Background: an optimization exercise with open tools, aiming at small area and few clock cycles. Do not read the settings as production practice.
The RTL was checked by simulation tests, not by an equivalence proof against the original design.

## pw_conv_top
module pw_conv_top (
    input  logic               ap_clk,
    input  logic               areset,
    input  logic               ap_start,
    input  logic [31:0]        num_weights,
    input  logic [31:0]        num_bias,
    input  logic [31:0]        num_pixels,
    input  logic [15:0]        cfg_quant_m,
    input  logic [4:0]         cfg_quant_n,
    input  logic               cfg_use_relu,
    input  logic [127:0]       param_data,
    input  logic               param_valid,
    input  logic [63:0]        pixel_data,
    input  logic               pixel_valid,
    output logic               ap_idle,
    output logic               ap_done,
    output logic               param_ready,
    output logic               pixel_ready,
    output logic [63:0]        out_data,
    output logic               out_valid,
    output logic               out_last
);
Size: ~17000 cells after synthesis, ~3300 flip-flops.
Settings: LEC_CHECK=0, ABC_AREA=1, CAP_MARGIN=20, CORE_MARGIN=2, CORE_UTILIZATION=55, CTS_CLUSTER_DIAMETER=70, CTS_CLUSTER_SIZE=35, GPL_TIMING_DRIVEN=0, PLACE_DENSITY=0.65, SLEW_MARGIN=20, SYNTH_HIERARCHICAL=1, SYNTH_MINIMUM_KEEP_SIZE=0; clock period 12.0 ns.
standard.sh (not shown) runs the stock make flow with config.mk's settings and CLKGATE_MAP_FILE= SYNTH_SCRIPT=/design/flow/synth_recipe.tcl, a recipe that flattens the netlist after the stock synthesis.
==> flow/flow/run.sh <==
#!/bin/bash
# The standard layout, with the input and output port buffers made of
# buf_2 cells instead of the delay cells buffer_ports picks by default.
# All tool output goes to standard.log; ORFS's own step logs stay under orfs/logs.
set -euo pipefail
export BUFFER_PORTS_ARGS="-buffer_cell sky130_fd_sc_hd__buf_2"
bash standard.sh > standard.log 2>&1
Testbench counts at the start, summed over its fixed seeds: cycles 15,005.
Change:
--- a/flow/design.v
+++ b/flow/design.v
@@ -1665,15 +1665,12 @@
     logic [16:0]        acc_n [LANES];
     logic [7:0]         q_n   [LANES];
     logic               v1, l1, v2, l2;
     logic [63:0]        out_r;
     logic [31:7]        keep_mask;
     logic [7:0]         m_s1, m_s2, m_s3;
-    logic [15:0]        m_r;
-    logic [4:0]         n_r;
-    logic               relu_r;
     for (genvar g = 0; g < LANES; g++) begin : g_mac
         pw_mac u_mac (
             .p   (pix_r[g*8 +: 8]),
             .w   (psel ? wring[8][g*8 +: 8]   : wring[0][g*8 +: 8]),
             .b   (psel ? bring[8][g*16 +: 16] : bring[0][g*16 +: 16]),
             .acc (acc_n[g])
@@ -1686,41 +1683,38 @@
         end else begin
             v1 <= pfire;
             v2 <= v1;
         end
         l1    <= pcnt_n == xb;
         l2    <= l1;
-        pix_r  <= pixel_data;
-        m_r    <= cfg_quant_m;
-        n_r    <= cfg_quant_n;
-        relu_r <= cfg_use_relu;
+        pix_r <= pixel_data;
         psel  <= p_t8;
         for (int i = 0; i < LANES; i++) begin
             out_r[i*8 +: 8] <= q_n[i];
         end
     end
     always_comb begin
         for (int k = 0; k < 8; k++) begin
-            m_s1[k] = (m_r[2*k+1 -: 2] == 2'd1);
-            m_s2[k] = (m_r[2*k+1 -: 2] == 2'd2);
-            m_s3[k] = (m_r[2*k+1 -: 2] == 2'd3);
+            m_s1[k] = (cfg_quant_m[2*k+1 -: 2] == 2'd1);
+            m_s2[k] = (cfg_quant_m[2*k+1 -: 2] == 2'd2);
+            m_s3[k] = (cfg_quant_m[2*k+1 -: 2] == 2'd3);
         end
     end
     always_comb begin
         for (int b = 7; b < 32; b++) begin
-            keep_mask[b] = (6'(b) >= {1'b0, n_r} + 6'd7);
+            keep_mask[b] = (6'(b) >= {1'b0, cfg_quant_n} + 6'd7);
         end
     end
     for (genvar g = 0; g < LANES; g++) begin : g_lane
         pw_requant u_rq (
             .acc       (acc_n[g]),
             .s1        (m_s1),
             .s2        (m_s2),
             .s3        (m_s3),
-            .n         (n_r),
-            .relu      (relu_r),
+            .n         (cfg_quant_n),
+            .relu      (cfg_use_relu),
             .keep_mask (keep_mask),
             .q         (q_n[g])
         );
     end
     assign out_data  = out_r;
     assign out_valid = v2;
Die area stays flat; wire length went down by about 4%; setup slack gains 160 ps; design area went down by about 0.9%; global-route usage went down by 1.2 points.
Testbench counts after the change, summed over its fixed seeds: cycles 15,005.

port drivers added, routing unchanged:
No port has a modelled driver above. Below, the same layouts with a new extraction and two added sets of constraints. Step 1 sets driving cells, clkbuf_16 on the clock port and buf_2 on the other inputs (assumed; they add their load-dependent delay and slew). Step 2, shift: input delay + t, output delay - t, t = (earliest + latest rising clock arrival at the registers) / 2. This alone moves slack from input paths to output paths. a / b / c = ideal / step 1 / step 2; a / b = the first two.
run | t (ns) | slack for setup (ns) | worst setup path after step 2 | latest minus earliest clock arrival (ns)
the first run | 0.962 | 0.364 / 0.364 / 0.364 | register to register | 0.075 / 0.076
the second run | 0.975 | 0.527 / 0.527 / 0.527 | register to register | 0.107 / 0.108
After both steps setup and hold are still met in every run listed.
